Background: an optimization exercise with open tools, aiming at small area, a short achievable clock period and few clock cycles per item. Do not read the settings as production practice.
The RTL was checked by simulation tests, not by an equivalence proof against the original design.

==> flow/design.v (outline; a module is shown in full before it is edited, if it fits) <==
// module met_dot3_a: 2169 lines
// module met_dot3_b: 313 lines
// module met_div4: 38 lines
// module met_slow: 254 lines
// module matrix_exponential_taylor: 698 lines
module matrix_exponential_taylor #(
    parameter int DIM = 3
) (
    input  wire logic               clk,
    input  wire logic               rst_n,
    input  wire logic               in_valid,
    output logic                    in_stall,
    input  wire logic signed [31:0] elem_value,
    output logic                    out_valid,
    input  wire logic               out_stall,
    output logic signed [31:0]      result_value,
    output logic                    is_last,
    output logic                    saturated,
    input  wire logic               cfg_we,
    input  wire logic [7:0]         cfg_data
);
  // ...
==> flow/run.sh <==
#!/bin/bash
# synth_recipe.tcl (not shown) runs the flow's synth.tcl, then flattens the netlist and writes it again
# the make line also repeats each setting of config.mk as NAME=value (left out here)
make -C /OpenROAD-flow-scripts/flow DESIGN_CONFIG=/design/flow/config.mk WORK_HOME=/design/flow/orfs CLKGATE_MAP_FILE= SYNTH_SCRIPT=/design/flow/synth_recipe.tcl finish
==> flow/config.mk <==
export PLATFORM = sky130hd
export DESIGN_NAME = matrix_exponential_taylor
export DESIGN_NICKNAME = matrix_exponential_taylor
export VERILOG_FILES = /design/flow/design.v
export SDC_FILE = /design/flow/constraint.sdc
export NUM_CORES = 4
export LEC_CHECK = 0
export ABC_AREA = 1
export CAP_MARGIN = 20
export CORE_MARGIN = 2
export CORE_UTILIZATION = 40
export SETUP_SLACK_MARGIN = 4.0
export SLEW_MARGIN = 20
==> flow/constraint.sdc <==
create_clock -name core_clock -period 10.0 [get_ports {clk}]
set_input_delay 2.0000 -clock core_clock [delete_from_list [all_inputs] [get_ports {clk}]]
set_output_delay 2.0000 -clock core_clock [all_outputs]
set_load 0.01 [all_outputs]
==> reports/qor.csv, run 1 <==
metric,value,unit
Tap Cells,3900,
WS Path Type,reg2reg,
status,finished clean,
largest net degree at the start of global routing,65,
H-Tree Depth,4,
DRC violations left,0,
Worst-path clk slew,60,ps
post-layout min period,5900,ps
Synth Area in Compound Gates,16.2,%
register area share after synthesis,38.3,%
Top Registers,"a_r x288, s_r x288, t_r x288",
CP Capture Point,tv_reg[0][19],
mux cell area share after synthesis,0.0342,%
Post-Synth Simple-Gate Area,17.1,%
largest cell class by area,multi-input gates,
CTS Buffer Depth,4,
WL met2,199000,um
Initial Utilization,40.2,%
final instance area,131000,um2
DRT antenna net count,0,
Fmax achieved,169,MHz
Multi-input gate area,64900,um2
multi-input combinational area share,49.6,%
TritonCTS clock tree,built,
hold path depth,0,
final setup violation count,0,
NonClk Buf Share,2.77,%
Testbench counts, summed over its fixed seeds: cycles 11,628, matrices 96.
==> module matrix_exponential_taylor, before the edit <==
module matrix_exponential_taylor #(
    parameter int DIM = 3
) (
    input  wire logic               clk,
    input  wire logic               rst_n,
    input  wire logic               in_valid,
    output logic                    in_stall,
    input  wire logic signed [31:0] elem_value,
    output logic                    out_valid,
    input  wire logic               out_stall,
    output logic signed [31:0]      result_value,
    output logic                    is_last,
    output logic                    saturated,
    input  wire logic               cfg_we,
    input  wire logic [7:0]         cfg_data
);
    localparam logic [2:0] M_LOAD  = 3'd0;
    localparam logic [2:0] M_RUN   = 3'd1;
    localparam logic [2:0] M_SWAIT = 3'd2;
    localparam logic [2:0] M_SLOW  = 3'd3;
    localparam logic [2:0] M_SWB   = 3'd4;
    localparam logic [2:0] M_DONE  = 3'd5;
    logic [31:0] a_r [9];
    logic [31:0] t_r [9];
    logic [31:0] s_r [9];
    logic        a_nar;
    logic [7:0]  nt_reg;
    logic        ovf_reg;
    logic [2:0]  st_reg;
    logic [3:0]  ld_reg;
    logic [7:0]  k_reg;
    logic [1:0]  i_reg, j_reg;
    logic        kp_reg;           
    logic [8:0]  dq0_reg, dq1_reg;  
    logic [9:0]  dt0_reg, dt1_reg;  
    logic [1:0]  wbj_reg;
    logic        oact_reg;
    logic [3:0]  oidx_reg;
    logic        osat_reg;
    logic signed [31:0] res_reg;
    logic        last_reg;
    logic        sat_reg;
    logic        ov_reg;
    logic [1:0]  jsel;
    logic [31:0] trow [3];
    logic [31:0] acol [3];
    logic        sl_busy, sl_done, sl_sat;
    logic [1:0]  sl_col;
    logic [31:0] sl_p0, sl_p1, sl_p2;
    assign jsel = j_reg;
    always_comb
    begin
        for (int m = 0; m < 3; m++)
        begin
            case (i_reg)
                2'd0: trow[m] = t_r[m];
                2'd1: trow[m] = t_r[3 + m];
                default: trow[m] = t_r[6 + m];
            endcase
            case (jsel)
                2'd0: acol[m] = a_r[3 * m];
                2'd1: acol[m] = a_r[3 * m + 1];
                default: acol[m] = a_r[3 * m + 2];
            endcase
        end
    end
    function automatic logic fits19(input logic [31:0] x);
        fits19 = (x[31:18] == 14'h0000) || (x[31:18] == 14'h3fff);
    endfunction
    function automatic logic fits18(input logic [31:0] x);
        fits18 = (x[31:17] == 15'h0000) || (x[31:17] == 15'h7fff);
    endfunction
    logic row_nar;
    assign row_nar = a_nar && fits19(trow[0]) && fits19(trow[1]) && fits19(trow[2]);
    logic        v1_reg;
    logic [3:0]  x1_reg;
    logic [8:0]  d1_reg;
    logic [9:0]  t1_reg;
    logic        p1_reg;
    logic [8:0]  bone_reg [3];
    logic [8:0]  btwo_reg [3];
    logic [8:0]  bneg_reg [3];
    logic [37:0] tv [4];
    logic [37:0] tv_reg [4];
    logic [37:0] cs_s, cs_c;
    met_dot3_a u_dota (
        .t0(trow[0][18:0]), .one0(bone_reg[0]), .two0(btwo_reg[0]), .neg0(bneg_reg[0]),
        .t1(trow[1][18:0]), .one1(bone_reg[1]), .two1(btwo_reg[1]), .neg1(bneg_reg[1]),
        .t2(trow[2][18:0]), .one2(bone_reg[2]), .two2(btwo_reg[2]), .neg2(bneg_reg[2]),
        .v0(tv[0]), .v1(tv[1]), .v2(tv[2]), .v3(tv[3]));
    met_dot3_b u_dotb (.v0(tv_reg[0]), .v1(tv_reg[1]), .v2(tv_reg[2]), .v3(tv_reg[3]),
        .sum_o(cs_s), .car_o(cs_c));
    logic [1:0]  jn;
    logic [17:0] acn [3];
    always_comb
    begin
        if (st_reg == M_RUN && !last_round)
        begin
            jn = (j_reg == 2'd2) ? 2'd0 : j_reg + 2'd1;
        end
        else if (st_reg == M_SLOW || st_reg == M_LOAD || st_reg == M_SWB)
        begin
            jn = 2'd0;
        end
        else
        begin
            jn = j_reg;
        end
        for (int m = 0; m < 3; m++)
        begin
            case (jn)
                2'd0: acn[m] = a_r[3 * m][17:0];
                2'd1: acn[m] = a_r[3 * m + 1][17:0];
                default: acn[m] = a_r[3 * m + 2][17:0];
            endcase
        end
    end
    always_ff @(posedge clk)
    begin
        for (int m = 0; m < 3; m++)
        begin
            for (int n = 0; n < 9; n++)
            begin
                bone_reg[m][n] <= acn[m][2 * n] ^ ((n == 0) ? 1'b0 : acn[m][2 * n - 1]);
                btwo_reg[m][n] <= (acn[m][2 * n + 1] && !acn[m][2 * n] &&
                        !((n == 0) ? 1'b0 : acn[m][2 * n - 1])) ||
                    (!acn[m][2 * n + 1] && acn[m][2 * n] && ((n == 0) ? 1'b0 : acn[m][2 * n - 1]));
                bneg_reg[m][n] <= acn[m][2 * n + 1];
            end
        end
    end
    logic [37:0] acc2, xm2;
    logic        sg2, c2;
    logic [20:0] n1v;
    logic        wf2;
    always_comb
    begin
        acc2 = cs_s + cs_c;
        sg2 = acc2[37];
        xm2 = acc2 ^ {38{sg2}};
        c2 = sg2 && (acc2[14:0] == 15'd0);
        n1v = xm2[36:16];
        wf2 = (d1_reg[8:4] == 5'd0) && (n1v[20:17] >= d1_reg[3:0]);
    end
    localparam int NDS = 6;
    localparam logic [4 * NDS - 1:0] STEPS = {4'd1, 4'd2, 4'd2, 4'd2, 4'd2, 4'd1};
    logic [7:0]  dr_reg  [NDS-1];
    logic [19:0] dqq_reg [NDS-1];
    logic [19:0] dx_reg  [NDS-1];
    logic        dsg_reg [NDS-1];
    logic        dn0_reg [NDS-1];
    logic        dc_reg  [NDS-1];
    logic        dwf_reg;
    logic        dp_reg  [NDS-1];
    logic [3:0]  dxi_reg [NDS-1];
    logic        dv_reg  [NDS-1];
    logic [19:0] q_fin;
    logic [7:0]  r_fin;
    logic        sg_fin, n0_fin, c_fin;
    logic [8:0]  d_fin;
    logic [3:0]  x_fin;
    logic        v_fin;
    for (genvar g = 0; g < NDS; g++)
    begin : g_ds
        logic [7:0]  r_in;
        logic [19:0] q_in, x_in;
        logic [8:0]  d_in;
        logic [9:0]  t_in;
        logic [7:0]  rr [STEPS[4 * g +: 4] + 1];
        logic [1:0]  qd [STEPS[4 * g +: 4]];
        logic [19:0] q_out, x_out;
        if (g == 0)
        begin : g_first
            assign r_in = {7'd0, n1v[20]};
            assign q_in = 20'd0;
            assign x_in = n1v[19:0];
            assign d_in = d1_reg;
            assign t_in = t1_reg;
        end
        else
        begin : g_next
            assign r_in = dr_reg[g - 1];
            assign q_in = dqq_reg[g - 1];
            assign x_in = dx_reg[g - 1];
            assign d_in = dp_reg[g - 1] ? dq1_reg : dq0_reg;
            assign t_in = dp_reg[g - 1] ? dt1_reg : dt0_reg;
        end
        assign rr[0] = r_in;
        for (genvar h = 0; h < STEPS[4 * g +: 4]; h++)
        begin : g_st
            met_div4 u_d (.r_i(rr[h]), .x_i(x_in[19 - 2 * h -: 2]), .d(d_in), .d3(t_in),
                .q_o(qd[h]), .r_o(rr[h + 1]));
        end
        always_comb
        begin
            q_out = q_in;
            for (int h = 0; h < STEPS[4 * g +: 4]; h++)
            begin
                q_out = {q_out[17:0], qd[h]};
            end
            x_out = x_in << (2 * STEPS[4 * g +: 4]);
        end
        if (g < NDS - 1)
        begin : g_reg
            always_ff @(posedge clk)
            begin
                dr_reg[g] <= rr[STEPS[4 * g +: 4]];
                dqq_reg[g] <= q_out;
                dx_reg[g] <= x_out;
                if (g == 0)
                begin
                    dp_reg[g] <= p1_reg;
                    dsg_reg[g] <= sg2;
                    dn0_reg[g] <= xm2[15];
                    dc_reg[g] <= c2;
                    dxi_reg[g] <= x1_reg;
                    dwf_reg <= wf2;
                end
                else
                begin
                    dp_reg[g] <= dp_reg[g - 1];
                    dsg_reg[g] <= dsg_reg[g - 1];
                    dn0_reg[g] <= dn0_reg[g - 1];
                    dc_reg[g] <= dc_reg[g - 1];
                    dxi_reg[g] <= dxi_reg[g - 1];
                end
            end
        end
        else
        begin : g_out
            assign q_fin = q_out;
            assign r_fin = rr[STEPS[4 * g +: 4]];
            assign d_fin = d_in;
        end
    end
    assign sg_fin = dsg_reg[NDS - 2];
    assign n0_fin = dn0_reg[NDS - 2];
    assign c_fin = dc_reg[NDS - 2];
    assign x_fin = dxi_reg[NDS - 2];
    assign v_fin = dv_reg[NDS - 2];
    logic [31:0] p6_reg;
    logic [3:0]  x6_reg;
    logic        v6_reg, add6_reg;
    logic [31:0] wb_val;
    logic [3:0]  wb_idx;
    logic        wb_en, wb_add;
    logic        inc_fin, b_fin, cy_fin;
    logic [9:0]  rt_fin;
    logic [29:0] up_fin, up1_fin;
    logic [1:0]  lo_fin;
    always_comb
    begin
        rt_fin = {1'b0, r_fin, n0_fin} + {9'd0, c_fin};
        inc_fin = (rt_fin >= {1'b0, d_fin});
        b_fin = inc_fin ^ sg_fin;
        up_fin = {12'd0, dqq_reg[NDS - 2][17:0]} ^ {30{sg_fin}};
        up1_fin = up_fin + 30'd1;
        lo_fin = q_fin[1:0] ^ {2{sg_fin}};
        cy_fin = (lo_fin == 2'b11) && b_fin;
        wb_en = v_fin;
        wb_idx = x_fin;
        wb_add = 1'b1;
        wb_val = {cy_fin ? up1_fin : up_fin, 2'(lo_fin + {1'b0, b_fin})};
        if (st_reg == M_SWB)
        begin
            wb_en = 1'b1;
            wb_idx = 4'(3 * i_reg + wbj_reg);
            wb_add = (k_reg != nt_reg);
            case (wbj_reg)
                2'd0: wb_val = sl_p0;
                2'd1: wb_val = sl_p1;
                default: wb_val = sl_p2;
            endcase
        end
    end
    logic front_busy, pipe_busy;
    always_comb
    begin
        front_busy = v1_reg;
        for (int n = 0; n < NDS - 1; n++)
        begin
            front_busy = front_busy || dv_reg[n];
        end
    end
    assign pipe_busy = front_busy || v6_reg;
    logic all_nar;
    always_comb
    begin
        all_nar = a_nar;
        for (int n = 0; n < 9; n++)
        begin
            all_nar = all_nar && fits19(t_r[n]);
        end
    end
    logic [31:0] ord;
    always_comb
    begin
        ord = s_r[0];
        for (int n = 1; n < 9; n++)
        begin
            if (oidx_reg == 4'(n))
            begin
                ord = s_r[n];
            end
        end
    end
    logic [3:0]  srd_idx;
    logic [31:0] srd;
    logic [32:0] ssum;
    logic [31:0] swb;
    logic        swb_sat;
    assign srd_idx = x6_reg;
    always_comb
    begin
        srd = s_r[0];
        for (int n = 1; n < 9; n++)
        begin
            if (srd_idx == 4'(n))
            begin
                srd = s_r[n];
            end
        end
        ssum = {srd[31], srd} + {p6_reg[31], p6_reg};
        swb_sat = 1'b0;
        swb = ssum[31:0];
        if (ssum[32] != ssum[31])
        begin
            swb_sat = 1'b1;
            swb = ssum[32] ? 32'h80000000 : 32'h7fffffff;
        end
    end
    logic ld_ok, accept;
    logic [31:0] sinit;
    logic        sinit_sat;
    logic        ld_diag;
    assign ld_ok = (st_reg == M_LOAD) &&
        (!oact_reg || (ld_reg < oidx_reg) || (ld_reg == oidx_reg && !ov_reg && oidx_reg != 4'd9));
    assign in_stall = !ld_ok;
    assign accept = in_valid && ld_ok;
    assign ld_diag = (ld_reg == 4'd0) || (ld_reg == 4'd4) || (ld_reg == 4'd8);
    always_comb
    begin
        sinit_sat = 1'b0;
        sinit = elem_value;
        if (nt_reg == 8'd0)
        begin
            sinit = ld_diag ? met_pkg::ONE_Q16 : 32'd0;
        end
        else if (ld_diag)
        begin
            if (elem_value[31:16] == 16'h7fff)
            begin
                sinit_sat = 1'b1;
                sinit = met_pkg::MAX32;
            end
            else
            begin
                sinit = {elem_value[31:16] + 16'd1, elem_value[15:0]};
            end
        end
    end
    logic sl_start;
    met_slow u_slow (.clk, .rst_n, .start(sl_start),
        .tr0(trow[0]), .tr1(trow[1]), .tr2(trow[2]),
        .ac0(acol[0]), .ac1(acol[1]), .ac2(acol[2]),
        .d(kp_reg ? dq1_reg : dq0_reg), .col(sl_col), .busy(sl_busy), .done(sl_done),
        .sat(sl_sat), .p0(sl_p0), .p1(sl_p1), .p2(sl_p2));
    logic issue;
    logic last_round;
    logic fin;
    logic early;
    logic had_slow;    
    logic lt_wide;     
    assign last_round = (k_reg == nt_reg);
    assign fin = !oact_reg && !pipe_busy &&
        ((st_reg == M_DONE) || (st_reg == M_RUN && last_round && all_nar));
    assign early = !oact_reg && st_reg == M_RUN && last_round && !v1_reg && !dv_reg[0] && a_nar &&
        !had_slow &&
        !lt_wide;
    always_comb
    begin
        issue = 1'b0;
        sl_start = 1'b0;
        if (st_reg == M_RUN && !last_round)
        begin
            issue = (j_reg != 2'd0) || row_nar;
        end
        if (st_reg == M_SWAIT && !pipe_busy)
        begin
            sl_start = 1'b1;
        end
    end
    always_ff @(posedge clk or negedge rst_n)
    begin
        if (!rst_n)
        begin
            st_reg <= M_LOAD;
            nt_reg <= 8'd100;
            ld_reg <= 4'd0;
            oact_reg <= 1'b0;
            ov_reg <= 1'b0;
            v1_reg <= 1'b0;
            for (int n = 0; n < NDS - 1; n++)
            begin
                dv_reg[n] <= 1'b0;
            end
            v6_reg <= 1'b0;
        end
        else
        begin
            if (cfg_we)
            begin
                nt_reg <= cfg_data;
            end
            v1_reg <= issue;
            dv_reg[0] <= v1_reg;
            for (int n = 1; n < NDS - 1; n++)
            begin
                dv_reg[n] <= dv_reg[n - 1];
            end
            v6_reg <= wb_en;
            if (oact_reg)
            begin
                if (!ov_reg || !out_stall)
                begin
                    if (oidx_reg == 4'd9)
                    begin
                        ov_reg <= 1'b0;
                        oact_reg <= 1'b0;
                    end
                    else
                    begin
                        ov_reg <= 1'b1;
                    end
                end
            end
            else if (!out_stall)
            begin
                ov_reg <= 1'b0;
            end
            case (st_reg)
                M_LOAD:
                begin
                    if (accept)
                    begin
                        if (ld_reg == 4'd8)
                        begin
                            ld_reg <= 4'd0;
                            st_reg <= (nt_reg == 8'd0) ? M_DONE : M_RUN;
                        end
                        else
                        begin
                            ld_reg <= ld_reg + 4'd1;
                        end
                    end
                end
                M_RUN:
                begin
                    if (last_round)
                    begin
                        if (early)
                        begin
                            oact_reg <= 1'b1;
                            ov_reg <= 1'b1;
                            st_reg <= M_LOAD;
                        end
                        else if (all_nar)
                        begin
                            if (fin)
                            begin
                                oact_reg <= 1'b1;
                                ov_reg <= 1'b1;
                                st_reg <= M_LOAD;
                            end
                        end
                        else if (!pipe_busy)
                        begin
                            if (!row_nar)
                            begin
                                st_reg <= M_SWAIT;
                            end
                            else if (i_reg == 2'd2)
                            begin
                                st_reg <= M_DONE;
                            end
                        end
                    end
                    else if (j_reg == 2'd0 && !row_nar)
                    begin
                        st_reg <= M_SWAIT;
                    end
                end
                M_SWAIT:
                begin
                    if (!pipe_busy)
                    begin
                        st_reg <= M_SLOW;
                    end
                end
                M_SLOW:
                begin
                    if (sl_done)
                    begin
                        st_reg <= M_SWB;
                    end
                end
                M_SWB:
                begin
                    if (wbj_reg == 2'd2)
                    begin
                        if (i_reg == 2'd2 && last_round)
                        begin
                            st_reg <= M_DONE;
                        end
                        else
                        begin
                            st_reg <= M_RUN;
                        end
                    end
                end
                default:
                begin
                    if (fin)
                    begin
                        oact_reg <= 1'b1;
                        ov_reg <= 1'b1;
                        st_reg <= M_LOAD;
                    end
                end
            endcase
        end
    end
    always_ff @(posedge clk)
    begin
        if (accept)
        begin
            a_r[ld_reg] <= elem_value;
            t_r[ld_reg] <= elem_value;
            s_r[ld_reg] <= sinit;
            if (ld_reg == 4'd0)
            begin
                a_nar <= fits18(elem_value);
                ovf_reg <= sinit_sat;
            end
            else
            begin
                a_nar <= a_nar && fits18(elem_value);
                if (sinit_sat)
                begin
                    ovf_reg <= 1'b1;
                end
            end
        end
        if (st_reg == M_SWAIT)
        begin
            had_slow <= 1'b1;
        end
        if (issue && i_reg == 2'd0 && j_reg == 2'd0)
        begin
            lt_wide <= 1'b0;
        end
        else if (dv_reg[0] && dwf_reg)
        begin
            lt_wide <= 1'b1;
        end
        if (st_reg == M_LOAD && accept && ld_reg == 4'd8)
        begin
            had_slow <= 1'b0;
            lt_wide <= 1'b0;
            k_reg <= 8'd1;
            i_reg <= 2'd0;
            j_reg <= 2'd0;
            kp_reg <= 1'b1;
            dq1_reg <= 9'd2;
            dt1_reg <= 10'd6;
        end
        if (st_reg == M_RUN)
        begin
            if (last_round)
            begin
                if (!pipe_busy && row_nar && i_reg != 2'd2)
                begin
                    i_reg <= i_reg + 2'd1;
                end
            end
            else if (issue)
            begin
                if (j_reg == 2'd2)
                begin
                    j_reg <= 2'd0;
                    if (i_reg == 2'd2)
                    begin
                        i_reg <= 2'd0;
                        k_reg <= k_reg + 8'd1;
                        kp_reg <= !kp_reg;
                        if (kp_reg)
                        begin
                            dq0_reg <= 9'({1'b0, k_reg} + 9'd2);
                            dt0_reg <= 10'(3 * ({2'b0, k_reg} + 10'd2));
                        end
                        else
                        begin
                            dq1_reg <= 9'({1'b0, k_reg} + 9'd2);
                            dt1_reg <= 10'(3 * ({2'b0, k_reg} + 10'd2));
                        end
                    end
                    else
                    begin
                        i_reg <= i_reg + 2'd1;
                    end
                end
                else
                begin
                    j_reg <= j_reg + 2'd1;
                end
            end
        end
        if (st_reg == M_SLOW)
        begin
            j_reg <= sl_col;
            wbj_reg <= 2'd0;
            if (sl_done && sl_sat)
            begin
                ovf_reg <= 1'b1;
            end
        end
        if (st_reg == M_SWB)
        begin
            j_reg <= 2'd0;
            wbj_reg <= wbj_reg + 2'd1;
            if (wbj_reg == 2'd2 && !(i_reg == 2'd2 && last_round))
            begin
                if (i_reg == 2'd2)
                begin
                    i_reg <= 2'd0;
                    k_reg <= k_reg + 8'd1;
                    kp_reg <= !kp_reg;
                    if (kp_reg)
                    begin
                        dq0_reg <= 9'({1'b0, k_reg} + 9'd2);
                        dt0_reg <= 10'(3 * ({2'b0, k_reg} + 10'd2));
                    end
                    else
                    begin
                        dq1_reg <= 9'({1'b0, k_reg} + 9'd2);
                        dt1_reg <= 10'(3 * ({2'b0, k_reg} + 10'd2));
                    end
                end
                else
                begin
                    i_reg <= i_reg + 2'd1;
                end
            end
        end
        x1_reg <= 4'(3 * i_reg + j_reg);
        p1_reg <= kp_reg;
        d1_reg <= kp_reg ? dq1_reg : dq0_reg;
        t1_reg <= kp_reg ? dt1_reg : dt0_reg;
        for (int n = 0; n < 4; n++)
        begin
            tv_reg[n] <= tv[n];
        end
        x6_reg <= wb_idx;
        p6_reg <= wb_val;
        add6_reg <= wb_add;
        if (wb_en)
        begin
            t_r[wb_idx] <= wb_val;
        end
        if (v6_reg && add6_reg)
        begin
            s_r[x6_reg] <= swb;
            if (swb_sat)
            begin
                ovf_reg <= 1'b1;
            end
        end
        if (oact_reg && (!ov_reg || !out_stall) && oidx_reg != 4'd9)
        begin
            res_reg <= ord;
            oidx_reg <= oidx_reg + 4'd1;
            last_reg <= (oidx_reg == 4'd8);
            sat_reg <= osat_reg;
        end
        if (fin || early)
        begin
            oidx_reg <= 4'd1;
            osat_reg <= ovf_reg;
            res_reg <= s_r[0];
            last_reg <= 1'b0;
            sat_reg <= ovf_reg;
        end
    end
    assign out_valid = ov_reg;
    assign result_value = res_reg;
    assign is_last = last_reg;
    assign saturated = sat_reg;
endmodule
==> run 2, diff against run 1 <==
--- a/flow/design.v
+++ b/flow/design.v
@@ -3167,9 +3167,8 @@
     assign last_round = (k_reg == nt_reg);
     assign fin = !oact_reg && !pipe_busy &&
         ((st_reg == M_DONE) || (st_reg == M_RUN && last_round && all_nar));
-    assign early = !oact_reg && st_reg == M_RUN && last_round && !v1_reg && !dv_reg[0] && a_nar &&
-        !had_slow &&
-        !lt_wide;
+    assign early = !oact_reg && st_reg == M_RUN && last_round && a_nar && !had_slow &&
+        ((nt_reg >= 8'd12) || (!v1_reg && !lt_wide && !(dv_reg[0] && dwf_reg)));
     always_comb
     begin
         issue = 1'b0;
--- a/flow/config.mk
+++ b/flow/config.mk
@@ -8,6 +8,6 @@
 export ABC_AREA = 1
 export CAP_MARGIN = 20
 export CORE_MARGIN = 2
-export CORE_UTILIZATION = 40
-export SETUP_SLACK_MARGIN = 4.0
+export CORE_UTILIZATION = 50
+export SETUP_SLACK_MARGIN = 4.5
 export SLEW_MARGIN = 20
==> reports/qor.csv, run 2 <==
metric,value,unit,change
total track usage,38.6,%,
type of origin of the critical path,flip-flop,,
final instance area,133000,um2,+1.9%
Boundary Pins,81,,
core area,233000,um2,
share of layout cells above drive strength 1,11.0,%,
final wirelength,479000,um,
total negative slack,0,ps,
largest net degree at the start of global routing,73,,+12%
post-synthesis net count,14862,,
Post-Synthesis Cells,13811,,
Hold Crit Class,reg2reg,,
fill count,20780,,
Yosys warning count,54,,
first-pass GRT wire length,679000,um,
DIE WIDTH,489,um,
Seq cells post-synth,1672,,
most frequent cell after synthesis,nand2_1,,
chip height,489,um,
Async SR Flop Fraction,1.73,%,
full die area,239000,um2,
number of global-route vias before repair,100255,,
WS Path Type,reg2reg,,
DR iter-0 viols,14092,,
post-synthesis cell type count,82,,
"Hold Violations, Final",0,,
TritonCTS clock tree,built,,
top cell type's share of synthesized area,28.6,%,
final worst-path cycle share,54.6,%,
Reg2Reg Capture Point,tv_reg[0][16],,
maxcap violations,0,,
register area share after synthesis,38.1,%,-0.17 points
routed len/inst,27.8,um,
"commonest non-fill, non-tap cells in the layout","nand2_1, inv_1, edfxtp_1, o21ai_0, xor2_1",,
"commonest non-fill, non-tap cell in the layout",nand2_1,,
Final #Nets,14973,,
status,finished clean,,
CP max FO,23,,
final setup violation count,0,,unchanged
Pre-antenna DRT Iters,7,,
most used flip-flop cell after synthesis,edfxtp_1,,
Worst-Skew Late Latency,870,ps,
DRT antenna net count,0,,unchanged
CP Capture Point,tv_reg[0][16],,
synthesized cell area,117000,um2,
mean post-synth cell area,8.51,um2,
Post-CTS Hold Fix Bufs,0,,
synth top area cells,"edfxtp_1, nand2_1, dfxtp_1, fa_1, xor2_1",,
placed cell area,122000,um2,
arrival time at the worst endpoint,6160,ps,
Initial Utilization,50.4,%,+10 points
initial antenna violation count,17,,
CTS Root Cell,clkbuf_16,,
Required @ worst endpoint,10700,ps,
Placer Congestion,1.01,,
RR Startpoint,i_reg[0],,
vias,106666,,
slew margin rel.,18.6,%,
Synth top cells by count,"nand2_1, inv_1, edfxtp_1, o21ai_0, xor2_1",,
unrepaired setup endpoints after global routing,true,,
Reg2Reg Depth,17,,
Port Buf Inserts,80,,
Worst-path clk slew,70,ps,about the same
grt ovf,0,,
DRC violations left,0,,unchanged
CTS Sinks,1672,,
Crit. End Element,flip-flop,,
Slew Limit Fails,0,,
Fmax achieved,183,MHz,+8.1%
row count,177,,
Worst Skew,74.8,ps,
cell taking the most area after synthesis,edfxtp_1,,
P&R area growth vs syn,13.4,%,
Via density,6.19,,
"setup slack, reg-to-reg",4540,ps,
Num CTS Buffers,185,,
CTS Buffer Depth,3,,-1
Tightest Pin Transition,1220,ps,
post-layout min period,5460,ps,-444 ps
crit path from,i_reg[0],,
"EDFF count, synth",1117,,
HPWL Detailed,338000,um,
H-Tree Depth,4,,unchanged
hold path depth,0,,unchanged
Top Registers,"a_r x288, s_r x288, t_r x288",,
run 2: repair_timing:
item	4_1_cts	5_1_grt
setup endpoints to repair	959	854
gates resized for setup	274	364
pin swaps	41	85
cloned	14	18
setup buffers	80	156
hold endpoints to repair	0	0
run 2: critical path, stage by stage (launching register included):
cell and delay, ps:
dfxtp_4 400, inv_4 70, ha_4 220, buf_12 170, buf_16 170, a22o_1 230, a21o_4 220, clkinv_1 70
buf_8 170, o22ai_1 100, xor2_1 190, fa_1 580, fa_1 460, fa_1 540, inv_1 90, fa_1 580
fa_1 450, fa_1 530
run 2: worst min path at each step:
stage | from | to | slack, ps
2_1_floorplan | dc_reg[0] | dc_reg[1] | 310
3_3_place_gp | dxi_reg[3][1] | dxi_reg[4][1] | 310
3_5_place_dp | dqq_reg[3][2] | dqq_reg[4][6] | 310
4_1_cts | dqq_reg[1][4] | dqq_reg[2][8] | 280
5_1_grt | dqq_reg[3][7] | dqq_reg[4][11] | 310
6_report | dqq_reg[1][4] | dqq_reg[2][8] | 290
run 2: through the flow:
stage	cells	util [%]	setup slack [ps]	hold slack [ps]
finish	17223	57.1	4540	287
global route	17217	57.1	4370	309
CTS	17042	55.8	4390	283
detailed placement	16599	52.2	2020	312
global placement	16599	52.2	2120	310
floorplan	13811	-	4020	310
run 2: cell type report:
class	count	area, um2	area share [%]
Multi-Input combinational cell	10006	66900	50.2
Tap cell	3132	3920	2.94
Inverter	1459	5600	4.20
Clock buffer	244	5060	3.80
Antenna cell	7	17.5	0.0131
Sequential cell	1672	44800	33.7
Timing Repair inverter	8	58.8	0.0441
Timing Repair Buffer	590	5650	4.24
Clock inverter	105	1220	0.917
run 2: metal layers:
metal  vias up  wire (um)  track usage [%]
met4        14      29000             19.5
met5         -         84                0
met2      6702     206000             58.4
met1     51399     187000             51.6
li1      47162          -                -
met3      1389      56100             9.43
run 2: cell families (layout without fill, tap and decap cells):
family,after synthesis,after routing,synth area share [%]
and+or+nand+nor,4970,4976,17.7
buffers and inverters,2143,2406,7.05
other,0,7,0
adders and majority gates,1006,1006,14.0
DFF,1672,1672,38.1
xor gates and xnor gates,936,936,6.99
AOI/OAI and AO/OA,3076,3080,16.0
muxes,8,8,0.0682
Testbench counts of run 2, summed over its fixed seeds: cycles 11,464, matrices 96.
==> run 3, diff against run 2 <==
--- a/flow/config.mk
+++ b/flow/config.mk
@@ -9,5 +9,5 @@
 export CAP_MARGIN = 20
 export CORE_MARGIN = 2
 export CORE_UTILIZATION = 50
-export SETUP_SLACK_MARGIN = 4.5
+export SETUP_SLACK_MARGIN = 5.0
 export SLEW_MARGIN = 20
==> reports/qor.csv, run 3 <==
metric,value,unit,change
synthesized cell area,117000,um2,unchanged
"commonest non-fill, non-tap cell in the layout",nand2_1,,
"commonest non-fill, non-tap cells in the layout","nand2_1, inv_1, edfxtp_1, xor2_1, o21ai_0",,
Required @ worst endpoint,10610,ps,-90 ps
Worst-Skew Late Latency,890,ps,+20 ps
synth top area cells,"edfxtp_1, nand2_1, dfxtp_1, fa_1, xor2_1",,
Synth top cells by count,"nand2_1, inv_1, edfxtp_1, o21ai_0, xor2_1",,
Pre-antenna DRT Iters,10,,+3
total negative slack,0,ps,unchanged
buffers plus inverters on the worst setup path,7,,+1
slew margin rel.,7.97,%,-11 points
final setup violation count,0,,unchanged
Via density,6.32,,+2.0%
status,finished clean,,
Seq cells post-synth,1672,,unchanged
Worst Skew,78.7,ps,+3.96 ps
Worst-path clk slew,70,ps,about the same
full die area,239000,um2,unchanged
arrival time at the worst endpoint,5900,ps,-260 ps
"delay-heaviest family, CP",compound AO/OA/AOI/OAI gates,,
Fmax achieved,189,MHz,+3.2%
post-synthesis cell type count,82,,unchanged
share of layout cells above drive strength 1,19.9,%,+9.0 points
Placer Congestion,1.02,,+0.60%
final wirelength,520000,um,+8.7%
Crit. End Element,flip-flop,,
unrepaired setup endpoints after global routing,true,,
post-synthesis net count,14862,,unchanged
Async SR Flop Fraction,1.73,%,unchanged
DRC violations left,0,,unchanged
critical path's slowest cell,dfxtp_4,,
DRT antenna net count,0,,unchanged
final worst-path cycle share,52.9,%,-1.7 points
Yosys warning count,54,,unchanged
CTS Root Cell,clkbuf_16,,
Num CTS Buffers,187,,+1.1%
Slew Limit Fails,0,,unchanged
P&R area growth vs syn,23.8,%,
CP max stage delay,370,ps,-210 ps
"Hold Violations, Final",0,,unchanged
core area,233000,um2,unchanged
number of global-route vias before repair,102926,,+2.7%
Hold Worst Slack,318,ps,+31.1 ps
most frequent cell after synthesis,nand2_1,,
Initial Utilization,50.4,%,unchanged
Port Buf Inserts,80,,unchanged
first-pass GRT wire length,707000,um,+4.1%
"EDFF count, synth",1117,,unchanged
cell taking the most area after synthesis,edfxtp_1,,
initial antenna violation count,27,,+10
HPWL Detailed,339000,um,+0.46%
Post-Synthesis Cells,13811,,unchanged
mean post-synth cell area,8.51,um2,unchanged
DIE WIDTH,489,um,unchanged
total track usage,40.4,%,+1.8 points
top cell type's share of synthesized area,28.6,%,unchanged
chip height,489,um,unchanged
TritonCTS clock tree,built,,
Top Registers,"a_r x288, s_r x288, t_r x288",,
type of origin of the critical path,flip-flop,,
fill count,19467,,-6.3%
Final #Nets,15496,,+3.5%
Boundary Pins,81,,unchanged
CP max FO,7,,-70%
most used flip-flop cell after synthesis,edfxtp_1,,
DR iter-0 viols,15641,,+11%
CTS Sinks,1672,,unchanged
register area share after synthesis,38.1,%,unchanged
Tightest Pin Transition,1380,ps,+155 ps
routed len/inst,29.3,um,+5.5%
post-layout min period,5290,ps,-168 ps
row count,177,,unchanged
vias,112109,,+5.1%
Hold Crit Class,reg2reg,,
CTS Buffer Depth,3,,unchanged
maxcap violations,0,,unchanged
grt ovf,0,,unchanged
WS Path Type,reg2reg,,
H-Tree Depth,4,,unchanged
largest net degree at the start of global routing,73,,unchanged
==> run 3: cell counts after synthesis <==
Identical to the previous run, type by type.
==> run 3: through the flow <==
| stage | cells | setup slack (ps) | instance area [um2] | util [%] |
|---|---|---|---|---|
| 4_1_cts | 17272 | 4800 | 135000 | 58.0 |
| 6_report | 17744 | 4710 | 145000 | 62.4 |
| 3_5_place_dp | 16588 | 2610 | 122000 | 52.2 |
| 5_1_grt | 17740 | 4560 | 145000 | 62.4 |
| 3_3_place_gp | 16588 | 2850 | 122000 | 52.2 |
| 2_1_floorplan | 13811 | 4020 | 118000 | - |
==> run 3: layout make-up <==
type | count | area (um2) | area share [%]
antenna | 5 | 12.5 | 0.00860
clock buffer | 257 | 5360 | 3.69
clock inverter | 94 | 1210 | 0.832
inverter | 1459 | 5790 | 3.98
multi-input combinational | 10046 | 72600 | 49.9
sequential | 1672 | 44900 | 30.8
tap | 3132 | 3920 | 2.69
timing repair buffer | 1065 | 11600 | 7.99
timing repair inverter | 14 | 113 | 0.0774
==> run 3: final timing paths <==
kind	cells past startpoint	start	slack (ps)	end
min in group asynchronous	1	rst_n	1310	u_slow.done_reg
max	28	i_reg[0]	4710	u_slow.hi_reg[29]
min reg2reg	0	dxi_reg[3][1]	320	dxi_reg[4][1]
min	0	dxi_reg[3][1]	320	dxi_reg[4][1]
max reg2reg	28	i_reg[0]	4710	u_slow.hi_reg[29]
max in group asynchronous	1	rst_n	7970	nt_reg[4]
==> run 3: routing by layer <==
layer | vias to the layer above | global-route usage, % | part of all wire [%]
met5 | - | 0 | 0.023
met4 | 18 | 22.7 | 7.4
met3 | 1841 | 10.6 | 13
met2 | 8067 | 60.2 | 42
met1 | 53873 | 53.4 | 37
li1 | 48310 | - | -
==> run 3: logic make-up (layout without fill, tap and decap cells) <==
kind of cell	count (synthesis)	count (layout)	synth area share, %
xor gates and xnor gates	936	936	6.99
muxes	8	8	0.0682
adders and majority gates	1006	1006	14.0
other	0	5	0
AOI/OAI and AO/OA	3076	3100	16.0
DFF	1672	1672	38.1
and+or+nand+nor	4970	4996	17.7
buffers and inverters	2143	2889	7.05
==> run 3: worst reg2reg max path, delay by kind of cell (launching register included) <==
| kind | cells | cell delay (ps) |
|---|---|---|
| compound gates | 7 | 1460 |
| simple gates | 11 | 1400 |
| buf+inv | 7 | 1100 |
| fa+ha+maj | 2 | 560 |
| flops | 1 | 370 |
| xor+xnor | 1 | 130 |
==> run 3: what timing repair did <==
item	in CTS	in global routing
buffers inserted	272	405
endpoints found under the setup margin	1096	917
hold buffers	0	0
gates cloned	61	62
pin swaps	183	576
resized for setup	811	1351
==> run 4, diff against run 3 <==
--- a/flow/config.mk
+++ b/flow/config.mk
@@ -8,6 +8,6 @@
 export ABC_AREA = 1
 export CAP_MARGIN = 20
 export CORE_MARGIN = 2
-export CORE_UTILIZATION = 50
+export CORE_UTILIZATION = 40
 export SETUP_SLACK_MARGIN = 5.0
 export SLEW_MARGIN = 20
==> reports/qor.csv, run 4 <==
metric,value,unit,change
DRC violations left,0,,unchanged
post-synthesis net count,14862,,unchanged
first-pass GRT wire length,690000,um,-2.3%
number of global-route vias before repair,99091,,-3.7%
most frequent cell after synthesis,nand2_1,,
post-layout min period,5210,ps,-86.3 ps
DR iter-0 viols,15400,,-1.5%
Hold Crit Class,reg2reg,,
DRT antenna net count,0,,unchanged
Worst-path clk slew,60,ps,about the same
total negative slack,0,ps,unchanged
Initial Utilization,40.3,%,-10 points
"EDFF count, synth",1117,,unchanged
RR Startpoint,i_reg[1],,
H-Tree Depth,4,,unchanged
Top Registers,"a_r x288, s_r x288, t_r x288",,
DIE WIDTH,546,um,+12%
Required @ worst endpoint,10730,ps,+120 ps
Worst Skew,116,ps,+36.9 ps
Worst-Skew Late Latency,950,ps,+60 ps
Final #Nets,15384,,-0.72%
Hold Worst Slack,303,ps,-14.4 ps
core area,292000,um2,+25%
largest net degree at the start of global routing,74,,+1.4%
top cell type's share of synthesized area,28.6,%,unchanged
total track usage,31.2,%,-9.2 points
final worst-path cycle share,52.1,%,-0.86 points
Worst Hold Launch,dqq_reg[3][0],,
fill count,27068,,+39%
Fmax achieved,192,MHz,+1.7%
crit path from,i_reg[1],,
Async SR Flop Fraction,1.73,%,unchanged
register area share after synthesis,38.1,%,unchanged
Placer Congestion,1.02,,about the same
Crit. End Element,flip-flop,,
slew margin rel.,13.1,%,+5.1 points
Boundary Pins,81,,unchanged
Num CTS Buffers,192,,+2.7%
"commonest non-fill, non-tap cells in the layout","nand2_1, inv_1, edfxtp_1, xor2_1, o21ai_0",,
Post-CTS Hold Fix Bufs,0,,unchanged
most used flip-flop cell after synthesis,edfxtp_1,,
chip height,546,um,+12%
Slew Limit Fails,0,,unchanged
arrival time at the worst endpoint,5940,ps,+40 ps
CTS Sinks,1672,,unchanged
routed len/inst,27.4,um,-6.7%
initial antenna violation count,32,,+19%
Post-Synthesis Cells,13811,,unchanged
met2 Use GR,45.9,%,-14 points
CTS Root Cell,clkbuf_16,,
type of origin of the critical path,flip-flop,,
Placed Cells,17383,,+4.8%
placed cell area,123000,um2,+1.1%
unrepaired setup endpoints after global routing,true,,
Tightest Pin Transition,1300,ps,-71.4 ps
Yosys warning count,54,,unchanged
synth top area cells,"edfxtp_1, nand2_1, dfxtp_1, fa_1, xor2_1",,
Seq cells post-synth,1672,,unchanged
HPWL Detailed,330000,um,-2.8%
final cell count without fillers,18406,,+3.7%
M3 GR Usage,8.80,%,-1.8 points
Via density,5.94,,-6.0%
vias,109283,,-2.5%
maxcap violations,0,,unchanged
met1 GRT Util,40.9,%,-13 points
share of layout cells above drive strength 1,17.7,%,-2.3 points
CTS Buffer Depth,4,,+1
grt ovf,0,,unchanged
final setup violation count,0,,unchanged
final wirelength,504000,um,-3.2%
cell taking the most area after synthesis,edfxtp_1,,
"Hold Violations, Final",0,,unchanged
full die area,298000,um2,+25%
status,finished clean,,
CP max FO,7,,unchanged
Synth top cells by count,"nand2_1, inv_1, edfxtp_1, o21ai_0, xor2_1",,
Pre-antenna DRT Iters,8,,-2
row count,198,,+12%
synthesized cell area,117000,um2,unchanged
mean post-synth cell area,8.51,um2,unchanged
P&R area growth vs syn,21.9,%,
WS Path Type,reg2reg,,
"commonest non-fill, non-tap cell in the layout",nand2_1,,
post-synthesis cell type count,82,,unchanged
Port Buf Inserts,80,,unchanged
TritonCTS clock tree,built,,
GR peak layer,met2,,
final instance area,143000,um2,-1.5%
run 4: cell counts after synthesis:
Identical to the previous run, type by type.
run 4: worst paths after layout:
path | to | slack [ps] | depth (start not counted)
worst max-delay path | tv_reg[0][16] | 4790 | 16
worst min-delay path | dqq_reg[4][4] | 300 | 0
worst max register to register | tv_reg[0][16] | 4790 | 16
worst min register to register | dqq_reg[4][4] | 300 | 0
max in group asynchronous | u_slow.ph_reg[1] | 8270 | 2
min in group asynchronous | ld_reg[1] | 1120 | 2
run 4: logic make-up (layout without fill, tap and decap cells):
group           count (synthesis)  in the layout  synth area share, %
xor+xnor                      936            936                 6.99
other cells                     0             18                    0
mux                             8              8               0.0682
flops                        1672           1672                 38.1
buf+inv                      2143           2773                 7.05
simple gates                 4970           4993                 17.7
fa+ha+maj                    1006           1006                 14.0
compound gates               3076           3100                 16.0
run 4: critical path, cell delays in order, from the launching register on:
cell,delay [ps]
dfxtp_4,360
inv_4,50
ha_4,250
buf_12,200
buf_12,140
a22o_1,240
a21oi_2,150
buf_12,160
o22ai_4,70
xor2_1,190
fa_1,590
fa_2,480
fa_2,640
inv_2,50
fa_2,570
fa_2,460
fa_1,430
run 4: cell type report:
| type | instances | area (um2) | area share [%] |
|---|---|---|---|
| Sequential cell | 1672 | 44900 | 31.3 |
| Timing Repair inverter | 9 | 67.6 | 0.0472 |
| Clock inverter | 88 | 1130 | 0.788 |
| Timing Repair Buffer | 956 | 10200 | 7.11 |
| Antenna cell | 18 | 45.0 | 0.0314 |
| Multi-Input combinational cell | 10043 | 70800 | 49.4 |
| Clock buffer | 261 | 5470 | 3.82 |
| Inverter | 1459 | 5780 | 4.04 |
| Tap cell | 3900 | 4880 | 3.41 |
run 4: what timing repair did:
item,CTS,global route
setup buffers,232,323
gates resized for setup,696,1079
cloned,34,67
pin swaps,120,368
setup endpoints to repair,917,837
run 4: routing by layer:
metal	up-vias	share of wire, %
li1	48161	-
met1	52077	38
met2	7449	42
met3	1578	14
met4	18	7.0
met5	-	0.032
run 4: per-stage QoR:
stage | util (%) | setup slack (ps)
finish | 49.1 | 4790
global placement | 42.2 | 2300
floorplan | - | 4020
detailed placement | 42.2 | 2260
global route | 49.1 | 4640
CTS | 46.3 | 4900

-- port drivers added, routing unchanged --
The results above use ideal ports. As a check the final layouts listed here were re-extracted and re-timed, cells and wires unchanged.
Step 1 sets driving cells, clkbuf_16 on the clock port and buf_2 on the other inputs (assumed; they add their load-dependent delay and slew).
Step 2 moves the port delays by t, midway between the first and last clock arrival at a register: inputs arrive t later, outputs are due t later. That takes back most of the time a late clock gives input paths.
Slacks: ideal / step 1 / step 2; pairs: ideal / step 1.
run | t, ns | setup slack, ns | worst setup path at the end | clock arrival spread, ns | slew at the worst register clock pin (ns)
run 1 | 1.003 | 4.096 / 4.096 / 4.077 | input to register | 0.124 / 0.123 | 0.07 / 0.07
run 2 | 0.950 | 4.540 / 4.540 / 3.810 | input to register | 0.079 / 0.079 | 0.07 / 0.07
run 3 | 0.947 | 4.708 / 4.708 / 4.225 | input to register | 0.082 / 0.082 | 0.07 / 0.07
run 4 | 1.009 | 4.794 / 4.794 / 4.260 | input to register | 0.117 / 0.116 | 0.07 / 0.07
After both steps every run listed still meets setup and hold. For run 2, which loses most, drivers alone change the setup slack by 0.000 ns; drivers and shift together by -0.730 ns.
